Source: an optimization exercise on an open RTL-to-GDS flow (aim: small area, a short achievable clock period and few clock cycles per item). Production flows keep margins and buffers that such runs may drop. Function was checked by simulation only, so behaviour that the tests miss may differ from the original. Power is estimated from default activity; no workload was simulated.

==> flow/design.v (excerpt) <==
module pipelined_prime_sieve #(
	parameter int VALUE_BITS = 16,
	parameter int NUM_STAGES = 64
) (
	input  logic                  clk,
	input  logic                  arst_n,
	input  logic                  in_valid,
	output logic                  in_ready,
	input  logic [VALUE_BITS-1:0] in_candidate,
	output logic                  out_valid,
	input  logic                  out_ready,
	output logic [VALUE_BITS-1:0] out_prime_value,
	output logic                  out_table_full
);
	localparam int W   = VALUE_BITS;
	localparam int P   = 8;                     
	localparam int G   = NUM_STAGES / P - 1;    
	localparam int R   = 3;                     
	localparam int CW  = $clog2(NUM_STAGES + 1);
	localparam int GW  = $clog2(G);
	localparam int NW  = 3;                     
	localparam int LW  = $clog2(P);
	localparam int SW  = $clog2(W);
	localparam int BW  = $clog2(W + 1);
	localparam int KW  = BW + 2;
	localparam int TB  = (G + 1) / 2;           
	function automatic logic [SW-1:0] ctz(input logic [W-1:0] c);
		ctz = '0;
		for (int i = W - 1; i >= 0; i--)
			if (c[i]) ctz = SW'(i);
	endfunction
	function automatic logic [BW-1:0] bitlen(input logic [W-1:0] c);
		bitlen = '0;
		for (int i = 0; i < W; i++)
			if (c[i]) bitlen = BW'(i + 1);
	endfunction
	function automatic logic [KW-1:0] sizekey(input logic [W-1:0] c);
  ...
For scale: ~6800 cells after synthesis, ~39 I/O pins, roughly 80000 sq um of cells after synthesis.
Settings: LEC_CHECK=0, CAP_MARGIN=20, CORE_MARGIN=2, CORE_UTILIZATION=45, PLACE_DENSITY=0.6, SETUP_SLACK_MARGIN=0.2, SLEW_MARGIN=20; clock period 4.0 ns.
run.sh (not shown) runs the stock make flow with config.mk's settings and CLKGATE_MAP_FILE= SYNTH_SCRIPT=/design/flow/synth_recipe.tcl, a recipe that flattens the netlist after the stock synthesis.
The first run passed the timing, design-rule and antenna checks.
Testbench counts at the start, summed over its fixed seeds: cycles 22,337, items 6,467.
Rerun with:
SETUP_SLACK_MARGIN = not set   (was 0.2)
After rerunning: Sequential power hardly moves. Utilization is unchanged. Synthesized area does not change. Register-to-register slack loses 20 ps. Worst setup slack loses 20 ps. Count of clock-buffer cells in the layout drops by 29.

========
pipelined_prime_sieve, a different RTL version from the one above (not shown whole).
Size: about 39 I/O pins, roughly 80000 um^2 of cells after synthesis.
clock: 4.0 ns
lec_check: 0
abc_area: 1
cap_margin: 20
core_margin: 2
core_utilization: 45
place_density: 0.6
setup_slack_margin: 0.5
slew_margin: 20
Testbench counts at the start, summed over its fixed seeds: cycles 21,346, items 6,467.
Edit:
--- a/flow/config.mk
+++ b/flow/config.mk
@@ -8 +7,0 @@
-export ABC_AREA = 1
@@ -13 +11,0 @@
-export SETUP_SLACK_MARGIN = 0.5
- The changed run produced a clean layout
- setup slack degrades by 0.16 ns
- area after synthesis hardly moves
- synthesized cell count falls by about 20%
- count of clock-buffer cells in the layout goes down by 4
Edit:
--- a/flow/config.mk
+++ b/flow/config.mk
@@ -7,0 +8 @@
+export ABC_AREA = 1
@@ -11,0 +13 @@
+export SETUP_SLACK_MARGIN = 0.3
Combinational power goes up to 23 times its value.
Design area is lower by 1.1%.
Fmax came out higher by 5.5%.
Clock power barely changes.

========
Another version of the RTL of pipelined_prime_sieve (not shown whole).
For scale: about 6500 cells after synthesis, about 1900 flip-flops, roughly 39 I/O pins.
Settings: LEC_CHECK=0, CAP_MARGIN=20, CORE_MARGIN=2, CORE_UTILIZATION=45, PLACE_DENSITY=0.6, SETUP_SLACK_MARGIN=0.3, SLEW_MARGIN=20; clock period 4.0 ns.
Testbench counts at the start, summed over its fixed seeds: cycles 22,337, items 6,467.
==> next run, changes <==
Settings changed: ABC_AREA set to 1.
Outcome: The new run finished with timing, DRC and antenna clean. Die area goes up by 1.0%. Routed wire length goes up by 2.1%. Core utilization is about the same. Critical path depth goes up by 2. Via count goes up by 15%.
==> next run, changes <==
Settings changed: ABC_AREA 1 to not set, SETUP_SLACK_MARGIN 0.3 to not set.
Final area goes down slightly.
Synthesized area goes down slightly.
Worst setup slack got worse by 0.11 ns.
==> next run, changes <==
Settings changed: CORE_UTILIZATION 45 to 50, PLACE_DENSITY 0.6 to 0.7.
What happened: Clock skew decreases by 0.018 ns; worst hold slack improved by 0.17 ns; wire length goes down by a few percent; core utilization rose by 5.1 points; maximum frequency goes down by a few percent; final cell count fell by a few percent; cell area drops slightly; sequential share of layout area grows by 0.58 points; setup slack degrades by 0.087 ns; count of clock-buffer cells in the layout goes up by 4.

========
Setup of before:
pipelined_prime_sieve, a different RTL version from the one above (not shown whole).
For scale: ~6,700 cells after synthesis, roughly 1,900 flip-flops, roughly 39 I/O pins, ~80,000 um2 of cells after synthesis.
Settings: LEC_CHECK=0, CAP_MARGIN=20, CORE_MARGIN=2, CORE_UTILIZATION=45, PLACE_DENSITY=0.6, SETUP_SLACK_MARGIN=0.3, SLEW_MARGIN=20; clock period 4.0 ns.
Testbench counts of before, summed over its fixed seeds: cycles 21,346, items 6,467.
Setup changes, before to after
diff --git a/flow/config.mk b/flow/config.mk
--- a/flow/config.mk
+++ b/flow/config.mk
@@ -11,3 +11,2 @@
 export PLACE_DENSITY = 0.6
-export SETUP_SLACK_MARGIN = 0.3
 export SLEW_MARGIN = 20
--- outcome ---
Delta (after minus before): final hold slack shows no meaningful change; total chip power dropped about 1.8%; first-iteration DRC count has decreased; total number of vias about even; internal power of the cells decreased by about 1.6% relative to the old numbers.
Multi-input logic portion of the cell area: before vs after, no meaningful difference

==> static timing again, ports no longer ideal <==
The flow's constraints put no driver on any port. The routed layouts listed below were extracted and timed again, unchanged, in two steps.
Step 1 (the two cells are an assumption about what drives the block):
set clk [get_ports {clk}]
set_driving_cell -lib_cell sky130_fd_sc_hd__clkbuf_16 $clk
set_driving_cell -lib_cell sky130_fd_sc_hd__buf_2 [delete_from_list [all_inputs] $clk]
Step 2 also shifts input and output timing later by t, the mid clock arrival at the registers, as if the neighbouring blocks saw the same clock.
Slacks: ideal / step 1 / step 2; pairs: ideal / step 1.
| run | t, ns | setup slack, ns | worst register clock-pin slew, ns |
|---|---|---|---|
| the first run of note 1 | 0.909 | 0.249 / 0.249 / 0.066 | 0.07 / 0.07 |
| the second run of note 1 | 0.905 | 0.229 / 0.229 / -0.014 | 0.07 / 0.07 |
| the first run of note 2 | 0.913 | 0.303 / 0.303 / 0.269 | 0.07 / 0.07 |
| the second run of note 2 | 0.896 | 0.143 / 0.143 / 0.084 | 0.07 / 0.07 |
| the third run of note 2 | 0.894 | 0.345 / 0.345 / 0.246 | 0.07 / 0.07 |
| the first run of note 3 | 0.913 | 0.241 / 0.241 / 0.209 | 0.07 / 0.07 |
| the second run of note 3 | 0.911 | 0.358 / 0.358 / 0.264 | 0.07 / 0.07 |
| the third run of note 3 | 0.918 | 0.253 / 0.253 / 0.119 | 0.07 / 0.07 |
| the fourth run of note 3 | 0.883 | 0.166 / 0.166 / 0.166 | 0.07 / 0.07 |
| before | 0.918 | 0.062 / 0.062 / 0.062 | 0.07 / 0.07 |
| after | 0.901 | 0.088 / 0.088 / 0.088 | 0.07 / 0.07 |
Met with ideal ports but missed after step 2: setup timing in the second run of note 1. For the second run of note 1, which loses most, drivers alone change the setup slack by 0.000 ns; drivers and shift together by -0.243 ns.
